Background: an optimization exercise with open tools, aiming at small area, a short achievable clock period and few clock cycles. Do not read the settings as production practice.
At most, simulation tests tie the RTL to the original design; equivalence was not proved.
Function not checked in run 1: the RTL went through the layout flow alone.

==> design/flow/design.v <==
package int_arith_pkg;
  parameter int WIDTH       = 32;  
  parameter int MUL_LATENCY = 3;   
  typedef logic [WIDTH-1:0]   word_t;
  typedef logic [2*WIDTH-1:0] dword_t;  
  typedef enum logic [2:0] {
    OP_ADD      = 3'd0,
    OP_MUL_LO   = 3'd1,  
    OP_MUL_HI_U = 3'd2,
    OP_MUL_HI_S = 3'd3,
    OP_DIV_U    = 3'd4,
    OP_DIV_S    = 3'd5,
    OP_REM_U    = 3'd6,
    OP_REM_S    = 3'd7
  } op_e;
  typedef struct packed {
    word_t sum;
    logic  carry;     
    logic  overflow;  
  } add_res_t;
  typedef struct packed {
    word_t quotient;
    word_t remainder;
    logic  div_zero;
  } divmod_res_t;
endpackage
module arith_unit (
  input  logic        clk,
  input  logic        ar,
  input  logic        req,
  input  logic [2:0]  op,
  input  logic [31:0] a,
  input  logic [31:0] b,
  output logic        ack,
  output logic        busy,
  output logic [31:0] result,
  output logic        carry,
  output logic        overflow,
  output logic        div_zero
);
  localparam logic [2:0] OP_ADD      = 3'd0;
  localparam logic [2:0] OP_MUL_HI_U = 3'd2;
  localparam logic [2:0] OP_MUL_HI_S = 3'd3;
  logic s_add;    
  logic s_mul;    
  logic s_mfix;   
  logic s_dabs;   
  logic s_nabs;   
  logic s_algn;   
  logic s_div;    
  logic s_rfix;   
  logic s_neg;    
  logic [4:0]  cnt_q;    
  logic [33:0] x_q;      
  logic [31:0] y_q;      
  logic [34:0] z_q;      
  logic        yb_q;     
  logic        nn_q;     
  logic        nd_q;     
  logic        q_op_q;   
  logic        hi_q;     
  logic        hiu_q;    
  logic        a_zero_q;  
  logic        b_x1_q;    
  logic        b_x2_q;    
  logic        b_y_q;     
  logic        b_z_q;     
  logic        inv_q;     
  logic        c_x1_q;    
  logic        c_x2_q;    
  logic        c_inv_q;   
  logic accept;
  assign accept = req && !busy;
  logic [36:0] x1, x2, opa, opb, opc, csa_s, csa_c, s;
  assign x1  = {{3{x_q[33]}}, x_q};
  assign x2  = {{2{x_q[33]}}, x_q, 1'b0};
  assign opa = a_zero_q ? '0 : {{2{z_q[34]}}, z_q};
  assign opb = (({37{b_x1_q}} & x1) | ({37{b_x2_q}} & x2) |
                ({37{b_y_q}} & {5'b0, y_q}) | ({37{b_z_q}} & {{2{z_q[34]}}, z_q})) ^
               {37{inv_q}};
  assign opc = {(({35{c_x1_q}} & x1[34:0]) | ({35{c_x2_q}} & x2[34:0])) ^ {35{c_inv_q}},
                c_inv_q, c_inv_q};
  assign csa_s = opa ^ opb ^ opc;
  assign csa_c = {(opa[35:0] & opb[35:0]) | (opa[35:0] & opc[35:0]) |
                  (opb[35:0] & opc[35:0]), c_inv_q};
  assign s   = csa_s + csa_c + 37'(inv_q);
  logic [31:0] smear;  
  logic        grow;
  always_comb begin
    smear = z_q[31:0];
    for (int i = 1; i < 32; i = i * 2) smear = smear | (smear >> i);
  end
  assign grow = (({x_q, 2'b0} & ~{4'b0, smear}) == '0) && (cnt_q < 5'd30);
  logic mul_last;
  logic div_last;
  logic neg_q_ok;   
  assign mul_last = (cnt_q[3:0] == 4'd0);
  assign div_last = (cnt_q == 5'd0);
  assign neg_q_ok = (nn_q ^ nd_q) && !div_zero;
  logic finish;
  logic n_add, n_mul, n_mfix, n_dabs, n_nabs, n_algn, n_div, n_rfix, n_neg;
  always_comb begin
    if (accept) begin
      n_add  = (op == OP_ADD);
      n_mul  = (op != OP_ADD) && !op[2];
      n_mfix = 1'b0;
      n_dabs = op[2] && op[0] && b[31];
      n_nabs = op[2] && op[0] && !b[31] && a[31];
      n_algn = op[2] && !(op[0] && (a[31] || b[31]));
      n_div  = 1'b0;
      n_rfix = 1'b0;
      n_neg  = 1'b0;
    end else begin
      n_add  = 1'b0;
      n_mul  = s_mul && !mul_last;
      n_mfix = s_mul && mul_last && hi_q;
      n_dabs = 1'b0;
      n_nabs = s_dabs && nn_q;
      n_algn = (s_dabs && !nn_q) || s_nabs || (s_algn && grow);
      n_div  = (s_algn && !grow) || (s_div && !div_last);
      n_rfix = s_div && div_last && !q_op_q;
      n_neg  = (s_div && div_last && q_op_q && neg_q_ok) || (s_rfix && nn_q);
    end
    finish = s_add || s_mfix || s_neg ||
             (s_mul && mul_last && !hi_q) ||
             (s_div && div_last && q_op_q && !neg_q_ok) ||
             (s_rfix && !nn_q);
  end
  logic [4:0] bo_bits;
  logic       bo_one, bo_two, bo_neg;
  logic       bc_one, bc_two, bc_neg;
  assign bo_bits = accept ? {a[3:0], 1'b0} : {y_q[7:4], y_q[3]};
  assign bo_neg  = bo_bits[2] && !(bo_bits[1] && bo_bits[0]);
  assign bo_one  = bo_bits[1] ^ bo_bits[0];
  assign bo_two  = (bo_bits[2] & ~bo_bits[1] & ~bo_bits[0]) |
                   (~bo_bits[2] & bo_bits[1] & bo_bits[0]);
  assign bc_neg  = bo_bits[4] && !(bo_bits[3] && bo_bits[2]);
  assign bc_one  = bo_bits[3] ^ bo_bits[2];
  assign bc_two  = (bo_bits[4] & ~bo_bits[3] & ~bo_bits[2]) |
                   (~bo_bits[4] & bo_bits[3] & bo_bits[2]);
  always_ff @(posedge clk or posedge ar) begin
    if (ar) begin
      busy   <= 1'b0;
      ack    <= 1'b0;
      s_add  <= 1'b0;
      s_mul  <= 1'b0;
      s_mfix <= 1'b0;
      s_dabs <= 1'b0;
      s_nabs <= 1'b0;
      s_algn <= 1'b0;
      s_div  <= 1'b0;
      s_rfix <= 1'b0;
      s_neg  <= 1'b0;
    end else begin
      ack    <= finish;
      if (accept)      busy <= 1'b1;
      else if (finish) busy <= 1'b0;
      s_add  <= n_add;
      s_mul  <= n_mul;
      s_mfix <= n_mfix;
      s_dabs <= n_dabs;
      s_nabs <= n_nabs;
      s_algn <= n_algn;
      s_div  <= n_div;
      s_rfix <= n_rfix;
      s_neg  <= n_neg;
    end
  end
  always_ff @(posedge clk) begin
    a_zero_q <= n_dabs || n_nabs || n_neg;
    b_x1_q   <= n_add || (n_mul && bo_one) || (n_mfix && hiu_q && y_q[3]) ||
                n_dabs || n_div || (n_rfix && s[34]);
    b_x2_q   <= (n_mul && bo_two) || n_algn;
    b_y_q    <= n_neg && q_op_q;
    b_z_q    <= n_nabs || (n_neg && !q_op_q);
    inv_q    <= (n_mul && bo_neg) || n_dabs || n_nabs || n_neg || n_algn ||
                (n_div && !s[34]);
    c_x1_q   <= n_mul && bc_one;
    c_x2_q   <= n_mul && bc_two;
    c_inv_q  <= n_mul && bc_neg;
  end
  logic z_sum;   
  logic y_sum;   
  logic q_step;  
  assign q_step = (s_algn && !grow) || s_div;
  assign z_sum  = s_nabs || q_step || (s_rfix && nn_q);
  assign y_sum  = s_add || s_mfix || (s_rfix && !nn_q) || s_neg;
  always_ff @(posedge clk) begin
    if (!busy) begin
      q_op_q   <= op[2] && !op[1];
      hi_q     <= (op == OP_MUL_HI_U) || (op == OP_MUL_HI_S);
      hiu_q    <= (op == OP_MUL_HI_U);
      nn_q     <= op[2] && op[0] && a[31];
      nd_q     <= op[2] && op[0] && b[31];
      div_zero <= op[2] && (b == '0);
    end
    if (!busy)                    carry <= 1'b0;
    else if (s_add)               carry <= s[32];
    if (!busy)                    overflow <= 1'b0;
    else if (s_add)               overflow <= (z_q[31] == x_q[31]) && (s[31] != z_q[31]);
    if (!busy)                    x_q <= {{2{(op == OP_MUL_HI_S) && b[31]}}, b};
    else if (s_dabs)              x_q <= {2'b0, s[31:0]};
    else if (s_algn && grow)      x_q <= {x_q[30:0], 3'b0};
    else if (s_div && !div_last)  x_q <= {1'b0, x_q[33:1]};
    if (!busy)                    y_q <= op[2] ? '0 : a;
    else if (s_mul)               y_q <= {s[3:0], y_q[31:4]};
    else if (y_sum)               y_q <= s[31:0];
    else if (q_step)              y_q <= {y_q[30:0], !s[34]};
    if (!busy)                    z_q <= {3'b0, (op == OP_ADD) || op[2] ? a : '0};
    else if (s_mul)               z_q <= {{2{s[36]}}, s[36:4]};
    else if (s_nabs)              z_q <= {3'b0, s[31:0]};
    else if (z_sum)               z_q <= s[34:0];
    if (!busy)                    yb_q <= 1'b0;
    else if (s_mul)               yb_q <= y_q[3];
    if (!busy)                    cnt_q <= op[2] ? 5'd0 : 5'd7;
    else if (s_mul)               cnt_q <= cnt_q - 5'd1;
    else if (s_algn && grow)      cnt_q <= cnt_q + 5'd3;
    else if (s_div && !div_last)  cnt_q <= cnt_q - 5'd1;
  end
  assign result = y_q;
endmodule
==> design/flow/flow/run.sh <==
#!/bin/bash
# The standard layout (standard.sh: the ORFS flow, standard synthesis
# included), with timing repair aimed at a setup slack margin, so that
# repair keeps improving the period instead of stopping at the target.
set -euo pipefail
MARGIN=$(cat flow/margin.txt)
bash standard.sh SETUP_SLACK_MARGIN="$MARGIN" finish > standard_flow.log 2>&1
==> design/flow/flow/margin.txt <==
7
==> design/flow/standard.sh <==
#!/bin/bash
# synth_recipe.tcl (not shown) runs the flow's synth.tcl, then flattens the netlist and writes it again
# the make line also repeats each setting of config.mk as NAME=value (left out here)
make -C /OpenROAD-flow-scripts/flow DESIGN_CONFIG=/design/flow/config.mk WORK_HOME=/design/flow/orfs CLKGATE_MAP_FILE= SYNTH_SCRIPT=/design/flow/synth_recipe.tcl "${@:-finish}"
==> design/flow/config.mk <==
export PLATFORM = sky130hd
export DESIGN_NAME = arith_unit
export DESIGN_NICKNAME = arith_unit
export VERILOG_FILES = /design/flow/design.v
export SDC_FILE = /design/flow/constraint.sdc
export NUM_CORES = 4
export LEC_CHECK = 0
export CAP_MARGIN = 20
export CORE_MARGIN = 2
export CORE_UTILIZATION = 40
export SLEW_MARGIN = 20
==> design/flow/constraint.sdc <==
create_clock -name core_clock -period 11.0 [get_ports {clk}]
set_input_delay 2.2000 -clock core_clock [delete_from_list [all_inputs] [get_ports {clk}]]
set_output_delay 2.2000 -clock core_clock [all_outputs]
set_load 0.01 [all_outputs]
==> out/qor_table.md, run 1 <==
| Group | Result | Reported |
|:---|:---|:---|
| clock tree | Deepest clock path buffer count | 2 |
| die | Std-Cell Core Area | 30670 um2 |
| timing | Peak clock frequency supported by timing | 232.4 MHz |
| critical path | Critical path data arrival time | 4.49 ns |
| global routing | Overall Global Routing Usage | 0.3080 |
| die | Die outline height | 180.8 um |
| timing | Worst slew slack as a fraction of its limit | 0.1599 |
| clock tree | H-tree depth | 4 |
| clock tree | Clock tree sinks | 134 |
| global routing | M3 GR Usage | 0.06249 |
| timing | Max-slew violations | 0 |
| global routing | Global-route met2 utilization | 0.4859 |
| critical path | Launching element type of the critical path | flip-flop |
| route | Wire length per cell | 26.10 um |
| route | Total iterations of the first detailed-routing run | 6 |
| global routing | GRT overflow | 0 |
| critical path | Worst reg-to-reg path cell count | 16 |
| die | Std-Cell Rows | 64 |
| timing | Setup repair after global routing missed its margin | yes |
| route | Routed Antenna Nets | 0 |
| synth | Number of warnings issued by yosys | 1 |
| global routing | GR Layer Usage met1 | 0.4215 |
| synth | Count of mapped cells out of synthesis | 1445 |
| route | Total via count in the routed design | 12890 |
| global routing | Wire length of the first global-routing pass | 77.38 mm |
| route | Initial detailed-routing violation count | 1788 |
| global routing | Number of antenna violations at the first check in global routing | 0 |
| hold path | Worst Hold Path Cells | 2 |
| route | Total wire length | 51.49 mm |
| timing | Fin. Hold Viols | 0 |
| cells and area | Top library cells by usage in the layout, fill and taps aside | nand2_1 (127), edfxtp_1 (109), clkdlybuf4s50_1 (106) |
| clock tree | Inserted Clock Buffers | 17 |
| place | Global placement routability congestion | 0.8972 |
| synth | Mean Syn Cell Area | 8.655 um2 |
| synth | Number of enable-type register cells in the synthesized netlist | 109 |
| critical path | Kind of end point of the critical path | flip-flop |
| cells and area | Post-layout net count | 1711 |
| clock tree | Worst-path clk slew | 0.06 ns |
| cells and area | Diode insertion count for antenna repair | 0 |
| synth | #FFs+latches synth | 134 |
| synth | Post-synth cell types | 85 |
| critical path | Maximum fanout count along the critical path | 35 |
| critical path | Worst setup path class | flip-flop to flip-flop |
| timing | Clock skew after layout | 0.01988 ns |
| synth | Largest cells by area after synthesis | edfxtp_1 (26%), fa_1 (5.9%), o21ai_0 (4.4%) |
| timing | Fin crit period | 4.303 ns |
| timing | Final critical-path share of the clock period | 0.3912 |
| die | Area enclosed by the die boundary | 32700 um2 |
| timing | Worst Slack Setup Final | 6.697 ns |
| die | Die extent in x | 180.8 um |
| critical path | Data required time of the worst path | 11.19 ns |
| timing | Slew at the pin closest to its max-slew limit | 1.247 ns |
| die | Initial Utilization | 0.4078 |
| synth | Top cell type by total area after synthesis | edfxtp_1 |
| run status | Run status | complete, no violations |
| clock tree | Number of hold buffers added after cts | 0 |
| synth | Proportion of synthesized flip-flops having asynchronous set or reset | 0.08209 |
| synth | Post-Syn Nets | 1592 |
| global routing | Number of global-route vias before repair | 12390 |
| synth | Primary FF master, synth | edfxtp_1 |
| cells and area | Layout cells sized above 1 | 0.1953 |
| place | Worst slack, placed | 6.239 ns |
| clock tree | TritonCTS clock tree | done |
| route | DR vias/cell | 6.534 |
| synth | Share of the synthesized area in the top cell type | 0.2617 |
| place | Post-detail-place hpwl | 33.56 mm |
| timing | Summed negative setup slack over all endpoints | 0 ns |
| die | Top Ports | 107 |
| synth | Part of the Yosys area used for sequential elements | 0.3061 |
| global routing | Most Used Layer, Global Route | met2 |
| clock tree | Clock insertion delay at the later pin of the skew report | 0.45 ns |
| cells and area | Most common cell after layout, fill and taps aside | nand2_1 |
| timing | Hold slack final | 0.4868 ns |
| hold path | Class of the tightest hold or removal check | flip-flop to flip-flop |
| clock tree | CTS root buf | clkbuf_16 |
| timing | Setup Viol. Count Final | 0 |
| synth | Area of the mapped netlist | 12510 um2 |
| run | Number of maximum-capacitance violations | 0 |
| place | Count of buffers from port buffering | 106 |
| route | # DRC | 0 |
| global routing | Largest net degree at the start of global routing | 74 |
| cells and area | Area added between synthesis and finish | 31.72% |
==> flip-flops by register name, summed over array words and instances, names as in the netlist, 5 cells and up <==
register and flops:
y_q 32, z_q 35, cnt_q 5, x_q 34
==> per-layer routing <==
layer	vias up	share of wire
met3	144	0.10
met1	6354	0.41
met5	-	0
li1	5577	-
met4	0	0.036
met2	817	0.45
==> area by class of cell <==
class,instances,area (um2)
clock inverter,8,46.29
multi-input combinational,1117,9271
tap,396,495.5
sequential,134,3840
fill,2772,14190
inverter,91,341.6
clock buffer,24,483.0
timing repair buffer,203,1997
==> Yosys cell counts (8+ instances only) <==
cell,n
o21ai_0,110
xnor2_1,43
clkbuf_1,86
o211ai_1,8
or3_1,10
fa_1,37
nor2_1,97
and3_1,10
nor2b_1,22
nand4_1,8
inv_1,90
nand3_1,27
a221oi_1,38
mux2i_1,40
nand2b_1,32
xor2_1,62
a211oi_1,13
nor3_1,27
nand2_1,132
o31ai_1,10
a22oi_1,44
a22o_1,49
edfxtp_1,109
nor4_1,14
nor3b_1,9
a21o_1,18
buf_1,10
dfxtp_1,14
ha_1,40
dfrtp_1,11
a21oi_1,91
o221ai_1,14
==> what timing repair did <==
item	in CTS	in global routing
buffers inserted	47	28
pin swaps	53	48
gates cloned	1	1
resized for setup	163	85
setup endpoints to repair	115	168
==> stage by stage <==
stage	util	instance area, um2	std cells
2_1_floorplan	-	12720	1445
3_3_place_gp	0.4561	13990	1862
3_5_place_dp	0.4570	14010	1863
4_1_cts	0.5146	15780	1943
5_1_grt	0.5372	16470	1973
6_report	0.5372	16470	1973
==> cell families (layout without fill, tap and decap cells) <==
kind of cell,after synthesis,after routing,share of synthesized area
AOI/OAI and AO/OA,481,481,0.2690
xor gates and xnor gates,105,105,0.07353
adders and majority gates,77,77,0.09924
buffers and inverters,195,326,0.06042
DFF,134,134,0.3061
muxes,41,41,0.03311
and+or+nand+nor,412,413,0.1586
==> worst max-delay path: stages, from the launching register on <==
cell	delay (ns)
dfxtp_1	0.32
buf_12	0.17
a22o_1	0.23
a221oi_2	0.19
xor2_1	0.22
fa_1	0.45
inv_1	0.07
ha_2	0.31
a21oi_1	0.34
o211ai_1	0.25
a21oi_4	0.26
o21ai_2	0.08
and2_4	0.19
o2111a_1	0.26
a2111oi_4	0.27
a211oi_2	0.12
a221o_1	0.28
==> worst paths after layout <==
path                       startpoint  endpoint  slack, ns
min in group asynchronous          ar      busy       2.06
hold / removal                z_q[34]   z_q[34]       0.49
setup reg to reg                b_z_q    y_q[0]       6.70
setup / recovery                b_z_q    y_q[0]       6.70
hold reg to reg               z_q[34]   z_q[34]       0.49
max in group asynchronous          ar      busy       8.58
==> inputs of run 2 (changes only) <==
--- a/design/flow/design.v
+++ b/design/flow/design.v
@@ -60,12 +60,13 @@
   logic        q_op_q;   
   logic        hi_q;     
   logic        hiu_q;    
-  logic        a_zero_q;  
+  logic        a_z_q;     
+  logic        a_y_q;     
+  logic        inv_a_q;   
   logic        b_x1_q;    
   logic        b_x2_q;    
-  logic        b_y_q;     
-  logic        b_z_q;     
   logic        inv_q;     
+  logic        cin_q;     
   logic        c_x1_q;    
   logic        c_x2_q;    
   logic        c_inv_q;   
@@ -74,16 +75,15 @@
   logic [36:0] x1, x2, opa, opb, opc, csa_s, csa_c, s;
   assign x1  = {{3{x_q[33]}}, x_q};
   assign x2  = {{2{x_q[33]}}, x_q, 1'b0};
-  assign opa = a_zero_q ? '0 : {{2{z_q[34]}}, z_q};
-  assign opb = (({37{b_x1_q}} & x1) | ({37{b_x2_q}} & x2) |
-                ({37{b_y_q}} & {5'b0, y_q}) | ({37{b_z_q}} & {{2{z_q[34]}}, z_q})) ^
-               {37{inv_q}};
+  assign opa = (({37{a_z_q}} & {{2{z_q[34]}}, z_q}) | ({37{a_y_q}} & {5'b0, y_q})) ^
+               {37{inv_a_q}};
+  assign opb = (({37{b_x1_q}} & x1) | ({37{b_x2_q}} & x2)) ^ {37{inv_q}};
   assign opc = {(({35{c_x1_q}} & x1[34:0]) | ({35{c_x2_q}} & x2[34:0])) ^ {35{c_inv_q}},
                 c_inv_q, c_inv_q};
   assign csa_s = opa ^ opb ^ opc;
   assign csa_c = {(opa[35:0] & opb[35:0]) | (opa[35:0] & opc[35:0]) |
                   (opb[35:0] & opc[35:0]), c_inv_q};
-  assign s   = csa_s + csa_c + 37'(inv_q);
+  assign s   = csa_s + csa_c + 37'(cin_q);
   logic [31:0] smear;  
   logic        grow;
   always_comb begin
@@ -167,14 +167,16 @@
     end
   end
   always_ff @(posedge clk) begin
-    a_zero_q <= n_dabs || n_nabs || n_neg;
+    a_z_q    <= n_add || n_mul || n_mfix || n_nabs || n_algn || n_div || n_rfix ||
+                (n_neg && !q_op_q);
+    a_y_q    <= n_neg && q_op_q;
+    inv_a_q  <= n_nabs || n_neg;
+    cin_q    <= (n_mul && bo_neg) || n_dabs || n_nabs || n_neg || n_algn ||
+                (n_div && !s[34]);
     b_x1_q   <= n_add || (n_mul && bo_one) || (n_mfix && hiu_q && y_q[3]) ||
                 n_dabs || n_div || (n_rfix && s[34]);
     b_x2_q   <= (n_mul && bo_two) || n_algn;
-    b_y_q    <= n_neg && q_op_q;
-    b_z_q    <= n_nabs || (n_neg && !q_op_q);
-    inv_q    <= (n_mul && bo_neg) || n_dabs || n_nabs || n_neg || n_algn ||
-                (n_div && !s[34]);
+    inv_q    <= (n_mul && bo_neg) || n_dabs || n_algn || (n_div && !s[34]);
     c_x1_q   <= n_mul && bc_one;
     c_x2_q   <= n_mul && bc_two;
     c_inv_q  <= n_mul && bc_neg;
@@ -183,7 +185,7 @@
   logic y_sum;   
   logic q_step;  
   assign q_step = (s_algn && !grow) || s_div;
-  assign z_sum  = s_nabs || q_step || (s_rfix && nn_q);
+  assign z_sum  = s_nabs || q_step || (s_rfix && nn_q);  
   assign y_sum  = s_add || s_mfix || (s_rfix && !nn_q) || s_neg;
   always_ff @(posedge clk) begin
     if (!busy) begin
@@ -198,17 +200,16 @@
     else if (s_add)               carry <= s[32];
     if (!busy)                    overflow <= 1'b0;
     else if (s_add)               overflow <= (z_q[31] == x_q[31]) && (s[31] != z_q[31]);
-    if (!busy)                    x_q <= {{2{(op == OP_MUL_HI_S) && b[31]}}, b};
-    else if (s_dabs)              x_q <= {2'b0, s[31:0]};
+    if (!busy)                    x_q <= {{2{((op == OP_MUL_HI_S) || (op[2] && op[0])) && b[31]}}, b};
+    else if (s_dabs)              x_q <= s[33:0];
     else if (s_algn && grow)      x_q <= {x_q[30:0], 3'b0};
     else if (s_div && !div_last)  x_q <= {1'b0, x_q[33:1]};
     if (!busy)                    y_q <= op[2] ? '0 : a;
     else if (s_mul)               y_q <= {s[3:0], y_q[31:4]};
     else if (y_sum)               y_q <= s[31:0];
-    else if (q_step)              y_q <= {y_q[30:0], !s[34]};
-    if (!busy)                    z_q <= {3'b0, (op == OP_ADD) || op[2] ? a : '0};
+    else                          y_q <= {y_q[30:0], q_step && !s[34]};  
+    if (!busy)                    z_q <= (op == OP_ADD) || op[2] ? {{3{op[2] && op[0] && a[31]}}, a} : '0;
     else if (s_mul)               z_q <= {{2{s[36]}}, s[36:4]};
-    else if (s_nabs)              z_q <= {3'b0, s[31:0]};
     else if (z_sum)               z_q <= s[34:0];
     if (!busy)                    yb_q <= 1'b0;
     else if (s_mul)               yb_q <= y_q[3];
==> design/flow/flow/run.sh (replaced) <==
#!/bin/bash
# The standard layout (standard.sh: the ORFS flow with the standard
# synthesis, unchanged), with timing repair aimed at a 7 ns setup slack
# margin so that it keeps shortening the period instead of stopping once the
# 11 ns target is met. TNS_END_PERCENT=5 keeps that repair on the worst
# paths, which set the period, instead of upsizing every path.
# make's output goes to standard_flow.log; ORFS keeps each step's log under
# orfs/logs/.
set -euo pipefail
bash standard.sh SETUP_SLACK_MARGIN=7 TNS_END_PERCENT=5 finish > standard_flow.log 2>&1
--- a/design/flow/config.mk
+++ b/design/flow/config.mk
@@ -5,6 +5,7 @@
 export SDC_FILE = /design/flow/constraint.sdc
 export NUM_CORES = 4
 export LEC_CHECK = 0
+export ABC_AREA = 1
 export CAP_MARGIN = 20
 export CORE_MARGIN = 2
 export CORE_UTILIZATION = 40
removed: design/flow/flow/margin.txt
==> out/qor_table.md, run 2 <==
| Group | Result | Reported | vs previous |
|:---|:---|:---|:---|
| synth | Mean Syn Cell Area | 7.073 um2 | was 8.655 um2 |
| synth | Primary FF master, synth | edfxtp_1 | unchanged |
| synth | Cell with the most instances after synthesis | nand2_1 | unchanged |
| route | DR vias/cell | 5.798 | was 6.534 |
| die | Die extent in x | 181.0 um | was 180.8 um |
| timing | Worst slew slack as a fraction of its limit | 0.2670 | was 0.1599 |
| route | Routed Antenna Nets | 0 | unchanged |
| die | Area enclosed by the die boundary | 32760 um2 | was 32700 um2 |
| synth | Top cell type by total area after synthesis | edfxtp_1 | unchanged |
| die | Initial Utilization | 0.4076 | was 0.4078 |
| clock tree | H-tree depth | 4 | unchanged |
| cells and area | Post-layout net count | 2000 | was 1711 |
| place | Placed instance count | 2214 | was 1863 |
| critical path | Flop-to-flop setup slack | 7.03 ns | was 6.70 ns |
| cells and area | Layout cells sized above 1 | 0.07020 | was 0.1953 |
| hold path | Origin of the worst min-delay path | overflow | was z_q[34] |
| place | Global placement routability congestion | 1.023 | was 0.8972 |
| critical path | Kind of end point of the critical path | flip-flop | unchanged |
| critical path | CP max stage cell | fa_1 | unchanged |
| critical path | Launching element type of the critical path | flip-flop | unchanged |
| timing | Setup Viol. Count Final | 0 | unchanged |
| die | Std-Cell Core Area | 30750 um2 | was 30670 um2 |
| route | Wire length per cell | 22.26 um | was 26.10 um |
| synth | Proportion of synthesized flip-flops having asynchronous set or reset | 0.08148 | was 0.08209 |
| critical path | Worst reg-to-reg path cell count | 16 | unchanged |
| synth | Number of warnings issued by yosys | 1 | unchanged |
| clock tree | Clock insertion delay at the later pin of the skew report | 0.44 ns | was 0.45 ns |
| synth | Number of enable-type register cells in the synthesized netlist | 80 | was 109 |
| cells and area | Fill cell count | 3133 | was 2772 |
| synth | Post-synth cell types | 49 | was 85 |
| cells and area | Post-Layout Cell Count | 2262 | was 1973 |
| timing | Summed negative setup slack over all endpoints | 0 ns | unchanged |
| synth | Largest cells by area after synthesis | edfxtp_1 (19%), nand2_1 (12%), xor2_1 (8.5%) | was edfxtp_1 (26%), fa_1 (5.9%), o21ai_0 (4.4%) |
| die | Std-Cell Rows | 64 | unchanged |
| global routing | GRT overflow | 0 | unchanged |
| place | Post-detail-place hpwl | 38.41 mm | was 33.56 mm |
| hold path | Hold EP | overflow | was z_q[34] |
| critical path | Worst setup path class | flip-flop to flip-flop | unchanged |
| global routing | Largest net degree at the start of global routing | 48 | was 74 |
| run status | Run status | complete, no violations | unchanged |
| route | Initial detailed-routing violation count | 1684 | was 1788 |
| synth | Part of the Yosys area used for sequential elements | 0.2839 | was 0.3061 |
| cells and area | Combined area of the multi-input logic cells | 7871 um2 | was 9271 um2 |
| cells and area | Register with the highest flop count | z_q | unchanged |
| synth | #FFs+latches synth | 135 | was 134 |
| critical path | Worst path cell trace | clkinvlp_4, buf_4, o22ai_1, xor2_1, fa_1, inv_1, ha_2, nand2_1, nor2_1, nand3_1, o21ai_2, nand2_1, nand2_1, xor2_1, nand2_1, o211ai_1 | was buf_12, a22o_1, a221oi_2, xor2_1, fa_1, inv_1, ha_2, a21oi_1, o211ai_1, a21oi_4, o21ai_2, and2_4, o2111a_1, a2111oi_4, a211oi_2, a221o_1 |
| timing | Setup repair after global routing missed its margin | yes | unchanged |
| route | Total wire length | 50.34 mm | was 51.49 mm |
| critical path | Startpoint of the worst register-to-register path | a_z_q | was b_z_q |
| global routing | Wire length of the first global-routing pass | 74.50 mm | was 77.38 mm |
| cells and area | Regs by FF count | z_q: 35 flops, x_q: 34 flops, y_q: 32 flops | unchanged |
| synth | Area of the mapped netlist | 12530 um2 | was 12510 um2 |
| hold path | Class of the tightest hold or removal check | flip-flop to flip-flop | unchanged |
| die | Top Ports | 107 | unchanged |
| critical path | CP most frequent cell | nand2_1 |  |
| synth | Post-Syn Nets | 1919 | was 1592 |
| timing | Fin. Hold Viols | 0 | unchanged |
| global routing | Number of global-route vias before repair | 12350 | was 12390 |
| timing | Fin crit period | 3.971 ns | was 4.303 ns |
| cells and area | Top library cells by usage in the layout, fill and taps aside | nand2_1 (397), inv_1 (257), nor2_1 (126) | was nand2_1 (127), edfxtp_1 (109), clkdlybuf4s50_1 (106) |
| global routing | Overall Global Routing Usage | 0.3013 | was 0.3080 |
| global routing | Number of antenna violations at the first check in global routing | 1 | was 0 |
| cells and area | Diode insertion count for antenna repair | 0 | unchanged |
| clock tree | Inserted Clock Buffers | 17 | unchanged |
| critical path | RR Endpoint | z_q[13] | was y_q[0] |
| timing | Clock skew after layout | 0.009217 ns | was 0.01988 ns |
| clock tree | CTS root buf | clkbuf_16 | unchanged |
| clock tree | Deepest clock path buffer count | 2 | unchanged |
| hold path | Worst Hold Path Cells | 2 | unchanged |
| synth | Count of mapped cells out of synthesis | 1772 | was 1445 |
| critical path | Peak per-stage delay on the critical path | 0.51 ns | was 0.45 ns |
| clock tree | TritonCTS clock tree | done | unchanged |
| timing | Slew at the pin closest to its max-slew limit | 1.092 ns | was 1.247 ns |
| timing | Final critical-path share of the clock period | 0.3610 | was 0.3912 |
| route | Total via count in the routed design | 13120 | was 12890 |
| cells and area | FF/Latch Area | 3578 um2 | was 3840 um2 |
| die | Die outline height | 181.0 um | was 180.8 um |
| synth | Share of the synthesized area in the top cell type | 0.1917 | was 0.2617 |
| place | Count of buffers from port buffering | 106 | unchanged |
| critical path | Maximum fanout count along the critical path | 7 | was 35 |
| route | Total iterations of the first detailed-routing run | 7 | was 6 |
| cells and area | Most common cell after layout, fill and taps aside | nand2_1 | unchanged |
| timing | Max-slew violations | 0 | unchanged |
| clock tree | Worst-path clk slew | 0.06 ns | about the same |
| critical path | Data required time of the worst path | 11.28 ns | was 11.19 ns |
| timing | Peak clock frequency supported by timing | 251.8 MHz | was 232.4 MHz |
| cells and area | Area added between synthesis and finish | 18.80% | was 31.72% |
| cells and area | Flip-flop count of the largest register, all copies and words added | 35 | unchanged |
| critical path | Critical path data arrival time | 4.25 ns | was 4.49 ns |
| route | # DRC | 0 | unchanged |
| run | Number of maximum-capacitance violations | 0 | unchanged |
| synth | Synth top cells by count | nand2_1 (403), inv_1 (260), nor2_1 (135) | was nand2_1 (132), o21ai_0 (110), edfxtp_1 (109) |
| clock tree | Clock tree sinks | 135 | was 134 |
run 2: changes by cell type after synthesis, moves of 40 or more:
cell	previous run	this run
inv_1	90	260
a22oi_1	44	3
nand2_1	132	403
nand3_1	27	115
mux2i_1	40	0
o22ai_1	4	102
a22o_1	49	2
xor2_1	62	122
run 2: per-stage QoR:
stage,setup WS (ns),hold slack [ns],util,area [um2]
after CTS,6.890,0.4874,0.4751,14610
after floorplan,7.420,0.4874,-,12530
after global placement,5.938,0.4677,0.4512,13870
final,7.029,0.4803,0.4842,14890
after global routing,6.857,0.5272,0.4842,14890
after detailed placement,5.900,0.4699,0.4512,13870
run 2: critical path: cells and delay by family (launching register included):
family	cells	cell delay, ns
DFF	1	0.44
and+or+nand+nor	6	0.77
xor gates and xnor gates	2	0.63
adders and majority gates	2	0.88
buffers and inverters	3	0.45
AOI/OAI and AO/OA	3	0.63
run 2: repair_timing:
action	in CTS	in global routing
gates cloned	3	0
hold buffers	0	0
hold endpoints to repair	0	0
gates resized for setup	31	44
buffers inserted	4	7
setup endpoints to repair	105	99
pin swaps	0	3
run 2: cells by family (layout without fill, tap and decap cells):
family / after synthesis / count (layout) / share of synthesized area
simple gates: 703 / 703 / 0.2312
flops: 135 / 135 / 0.2839
buf+inv: 343 / 437 / 0.1058
compound gates: 378 / 378 / 0.1850
xor+xnor: 136 / 136 / 0.09504
fa+ha+maj: 77 / 77 / 0.09903
run 2: layer usage:
layer | GRT usage | wire [um] | up-vias
met3 | 0.07216 | 5459 | 107
met5 | 0 | 13 | -
met4 | 0.09366 | 1529 | 2
met1 | 0.4135 | 21130 | 6159
met2 | 0.4695 | 22210 | 794
li1 | - | - | 6053
run 2: worst max path at each step:
| stage | to | start | cells after the start |
|---|---|---|---|
| 3_5_place_dp | x_q[20] | b_x1_q | 18 |
| 6_report | z_q[13] | a_z_q | 16 |
| 3_3_place_gp | x_q[20] | inv_a_q | 17 |
| 4_1_cts | z_q[28] | c_inv_q | 17 |
| 5_1_grt | z_q[32] | a_y_q | 15 |
| 2_1_floorplan | b_x1_q | req | 10 |
run 2: area by class of cell:
class	instances	share of cell area
clock buffer	20	0.03067
tap	396	0.03328
clock inverter	12	0.008403
multi-input combinational	1294	0.5287
inverter	273	0.07118
sequential	135	0.2403
timing repair inverter	3	0.001429
timing repair buffer	129	0.08605
Testbench counts of run 2, summed over its fixed seeds: cycles 29,919.
==> inputs of run 3 (changes only) <==
==> design/flow/flow/run.sh (replaced) <==
#!/bin/bash
# The standard layout (standard.sh: the ORFS flow with the standard
# synthesis, unchanged) with these changes to how it is made:
#  - timing repair aims at a 7.25 ns setup slack margin, so that it keeps
#    shortening the period instead of stopping once the 11 ns target is met;
#    TNS_END_PERCENT=5 keeps that repair on the worst paths, which set the
#    period, instead of upsizing every path;
#  - every input and output port still gets its own buffer, but a buf_1
#    instead of the larger delay-cell buffer the default picks;
#  - the clock tree is built from clkbuf_4/clkbuf_8.
# make's output goes to standard_flow.log; ORFS keeps each step's log under
# orfs/logs/.
set -euo pipefail
bash standard.sh SETUP_SLACK_MARGIN=7.25 TNS_END_PERCENT=5 \
  "BUFFER_PORTS_ARGS=-buffer_cell sky130_fd_sc_hd__buf_1" \
  "CTS_BUF_LIST=sky130_fd_sc_hd__clkbuf_4 sky130_fd_sc_hd__clkbuf_8" \
  finish > standard_flow.log 2>&1
--- a/design/flow/config.mk
+++ b/design/flow/config.mk
@@ -8,5 +8,5 @@
 export ABC_AREA = 1
 export CAP_MARGIN = 20
 export CORE_MARGIN = 2
-export CORE_UTILIZATION = 40
+export CORE_UTILIZATION = 55
 export SLEW_MARGIN = 20
==> out/qor_table.md, run 3 <==
| Group | Result | Reported | vs previous |
|:---|:---|:---|:---|
| run status | Run status | complete, no violations | unchanged |
| synth | Mean Syn Cell Area | 7.073 um2 | unchanged |
| place | Count of buffers from port buffering | 106 | unchanged |
| die | Die extent in x | 155.0 um | was 181.0 um |
| critical path | Worst path cell trace | clkinvlp_4, buf_4, o21ai_0, xor2_1, fa_1, inv_1, ha_1, a21oi_1, o21ai_0, a21oi_1, nand2_2, buf_4, a21oi_2, xnor2_2, buf_4, nand2_1, o221ai_1 | was clkinvlp_4, buf_4, o22ai_1, xor2_1, fa_1, inv_1, ha_2, nand2_1, nor2_1, nand3_1, o21ai_2, nand2_1, nand2_1, xor2_1, nand2_1, o211ai_1 |
| place | Standard cell area after detailed placement | 13080 um2 | was 13870 um2 |
| critical path | RR Endpoint | z_q[20] | was z_q[13] |
| synth | Primary FF master, synth | edfxtp_1 | unchanged |
| timing | Setup repair after global routing missed its margin | yes | unchanged |
| die | Top Ports | 107 | unchanged |
| hold path | Origin of the worst min-delay path | carry | was overflow |
| die | Std-Cell Core Area | 22500 um2 | was 30750 um2 |
| cells and area | Layout cells sized above 1 | 0.1265 | was 0.07020 |
| clock tree | H-tree depth | 4 | unchanged |
| cells and area | Regs by FF count | z_q: 35 flops, x_q: 34 flops, y_q: 32 flops | unchanged |
| synth | Cell with the most instances after synthesis | nand2_1 | unchanged |
| synth | Post-Syn Nets | 1919 | unchanged |
| clock tree | Clock tree sinks | 135 | unchanged |
| timing | Fin crit period | 3.843 ns | was 3.971 ns |
| route | Met1 wire length | 19.97 mm | was 21.13 mm |
| route | Top Layer Used | met4 | was met5 |
| die | Std-Cell Rows | 55 | was 64 |
| synth | Count of mapped cells out of synthesis | 1772 | unchanged |
| clock tree | Clock insertion delay at the later pin of the skew report | 0.47 ns | was 0.44 ns |
| timing | Final critical-path share of the clock period | 0.3494 | was 0.3610 |
| route | DR vias/cell | 6.212 | was 5.798 |
| timing | Fin. Hold Viols | 0 | unchanged |
| critical path | Worst reg-to-reg path cell count | 17 | was 16 |
| synth | Number of warnings issued by yosys | 1 | unchanged |
| cells and area | Area added between synthesis and finish | 16.43% | was 18.80% |
| critical path | Startpoint of the worst register-to-register path | a_y_q | was a_z_q |
| synth | Area of the mapped netlist | 12530 um2 | unchanged |
| die | Area enclosed by the die boundary | 24010 um2 | was 32760 um2 |
| route | Total via count in the routed design | 13460 | was 13120 |
| cells and area | Top library cells by usage in the layout, fill and taps aside | nand2_1 (390), inv_1 (254), nor2_1 (116) | was nand2_1 (397), inv_1 (257), nor2_1 (126) |
| global routing | Number of global-route vias before repair | 12160 | was 12350 |
| timing | Setup Viol. Count Final | 0 | unchanged |
| route | Initial detailed-routing violation count | 1763 | was 1684 |
| critical path | CP max stage cell | fa_1 | unchanged |
| global routing | Number of antenna violations at the first check in global routing | 0 | was 1 |
| clock tree | TritonCTS clock tree | done | unchanged |
| cells and area | Flip-flop count of the largest register, all copies and words added | 35 | unchanged |
| clock tree | Inserted Clock Buffers | 17 | unchanged |
| critical path | Data required time of the worst path | 11.18 ns | was 11.28 ns |
| global routing | GRT overflow | 0 | unchanged |
| die | Die outline height | 155.0 um | was 181.0 um |
| cells and area | Register with the highest flop count | z_q | unchanged |
| route | Routed wl met2 | 21.10 mm | was 22.21 mm |
| timing | Summed negative setup slack over all endpoints | 0 ns | unchanged |
| synth | Post-synth cell types | 49 | unchanged |
| hold path | Worst Hold Path Cells | 2 | unchanged |
| place | Post-detail-place hpwl | 36.20 mm | was 38.41 mm |
| cells and area | Post-layout net count | 2017 | was 2000 |
| timing | Max-slew violations | 0 | unchanged |
| synth | Part of the Yosys area used for sequential elements | 0.2839 | unchanged |
| route | Total iterations of the first detailed-routing run | 6 | was 7 |
| synth | Number of enable-type register cells in the synthesized netlist | 80 | unchanged |
| critical path | Kind of end point of the critical path | flip-flop | unchanged |
| synth | #FFs+latches synth | 135 | unchanged |
| cells and area | Diode insertion count for antenna repair | 0 | unchanged |
| cells and area | Most common cell after layout, fill and taps aside | nand2_1 | unchanged |
| cells and area | Core occupancy in the finished layout | 0.6485 | was 0.4842 |
| global routing | Largest net degree at the start of global routing | 49 | was 48 |
| critical path | Critical path data arrival time | 4.02 ns | was 4.25 ns |
| die | Initial Utilization | 0.5570 | was 0.4076 |
| critical path | Peak per-stage delay on the critical path | 0.47 ns | was 0.51 ns |
| critical path | CP most frequent cell | buf_4 | was nand2_1 |
| timing | Worst slew slack as a fraction of its limit | 0.2572 | was 0.2670 |
| synth | Largest cells by area after synthesis | edfxtp_1 (19%), nand2_1 (12%), xor2_1 (8.5%) | unchanged |
| timing | Slew at the pin closest to its max-slew limit | 1.106 ns | was 1.092 ns |
| route | Met3 Wirelength | 5.817 mm | was 5.459 mm |
| synth | Proportion of synthesized flip-flops having asynchronous set or reset | 0.08148 | unchanged |
| critical path | Maximum fanout count along the critical path | 7 | unchanged |
| route | Routed Antenna Nets | 0 | unchanged |
| clock tree | Worst-path clk slew | 0.09 ns | was 0.06 ns |
| global routing | Overall Global Routing Usage | 0.3955 | was 0.3013 |
| critical path | Flop-to-flop setup slack | 7.16 ns | was 7.03 ns |
| cells and area | Final instance area | 14590 um2 | was 14890 um2 |
| critical path | Launching element type of the critical path | flip-flop | unchanged |
| synth | Synth top cells by count | nand2_1 (403), inv_1 (260), nor2_1 (135) | unchanged |
| hold path | Hold EP | carry | was overflow |
| timing | Clock skew after layout | 0.02082 ns | was 0.009217 ns |
| synth | Top cell type by total area after synthesis | edfxtp_1 | unchanged |
| cells and area | Post-Layout Cell Count | 2167 | was 2262 |
| place | Placed instance count | 2103 | was 2214 |
| place | Global placement routability congestion | 1.020 | was 1.023 |
| route | Wire length per cell | 22.36 um | was 22.26 um |
| cells and area | Fill cell count | 2050 | was 3133 |
| route | Total wire length | 48.45 mm | was 50.34 mm |
| timing | Peak clock frequency supported by timing | 260.2 MHz | was 251.8 MHz |
| run | Number of maximum-capacitance violations | 0 | unchanged |
| critical path | Worst setup path class | flip-flop to flip-flop | unchanged |
| synth | Share of the synthesized area in the top cell type | 0.1917 | unchanged |
| critical path | CP startpoint | a_y_q | was a_z_q |
| global routing | Wire length of the first global-routing pass | 71.84 mm | was 74.50 mm |
| clock tree | CTS root buf | clkbuf_8 | was clkbuf_16 |
| route | # DRC | 0 | unchanged |
| hold path | Class of the tightest hold or removal check | flip-flop to flip-flop | unchanged |
| clock tree | Deepest clock path buffer count | 2 | unchanged |
-- run 3: cell types whose count changed in the layout (fill, tap and decap cells not counted), sizes merged --
cell / delta
bufinv: +1
clkbuf: -1
clkinv: +4
inv: -3
clkinvlp: -1
buf: +122
clkdlybuf4s50: -106
-- run 3: timing repair --
item                       4_1_cts  5_1_grt
gates cloned                     5        0
pin swaps                        4       23
setup buffers                   16       11
hold buffers                     0        0
setup endpoints to repair      103      133
resized for setup               64      134
-- run 3: worst max-delay path: cells and delay by family (launching register included) --
family	cells	cell delay (ns)
DFF	1	0.42
AOI/OAI and AO/OA	6	1.11
and+or+nand+nor	2	0.18
buffers and inverters	5	0.69
xor gates and xnor gates	2	0.41
adders and majority gates	2	0.74
-- run 3: metrics by stage --
step                hold WS [ns]  setup slack (ns)
floorplan                 0.4874             7.420
global placement          0.4660             6.099
detailed placement        0.4691             6.077
CTS                       0.4953             7.141
global route              0.5131             7.035
finish                    0.4981             7.157
-- run 3: worst max path at each step --
stage                   end  slack [ns]  depth (start not counted)
finish              z_q[20]        7.16                         17
global route        z_q[34]        7.03                         19
CTS                 z_q[30]        7.14                         14
detailed placement  x_q[20]        6.08                         18
global placement    x_q[20]        6.10                         18
floorplan            b_x1_q        7.42                         10
-- run 3: cell type report --
type	instances	area, um2	share of cell area
clock inverter	11	123.9	0.008488
clock buffer	20	262.8	0.01801
timing repair buffer	144	715.7	0.04904
inverter	273	1104	0.07562
multi-input combinational	1294	8409	0.5763
sequential	135	3583	0.2456
timing repair inverter	5	37.54	0.002572
tap	285	356.6	0.02444
-- run 3: cell families after synthesis --
kind of cell    after synthesis  share of synthesized area
fa+ha+maj                    77                    0.09903
buf+inv                     343                     0.1058
flops                       135                     0.2839
xor+xnor                    136                    0.09504
simple gates                703                     0.2312
compound gates              378                     0.1850
-- run 3: routing by layer --
layer  track usage  up-vias
met4        0.1142        0
met5             0        -
met3       0.06462      112
met1        0.5782     6368
li1              -     6079
met2        0.6057      902

## port drivers added, routing unchanged
No port has a modelled driver above. Below, the same layouts with a new extraction and two added sets of constraints. Step 1 sets driving cells, clkbuf_16 on the clock port and buf_2 on the other inputs (assumed; they add their load-dependent delay and slew). Step 2 times the ports against the registers' clock, not the clock port: input delays grow and output delays shrink by t, the midpoint of the rising clock arrivals with the driver on. a / b / c = no drivers / after step 1 / after step 2; a / b = the first two.
run	shift t [ns]	setup slack, ns	hold WS [ns]	worst data-port slew with drivers (ns)	pins driven straight from the clock port
run 1	0.491	6.697 / 6.697 / 6.530	0.487 / 0.487 / 0.487	0.05	1
run 2	0.482	7.029 / 7.010 / 6.589	0.480 / 0.480 / 0.480	0.05	1
run 3	0.502	7.157 / 7.157 / 6.784	0.498 / 0.498 / 0.498	0.04	1
After both steps setup and hold are still met in every run listed. For run 2, which loses most, drivers alone change the setup slack by -0.019 ns; drivers and shift together by -0.440 ns.
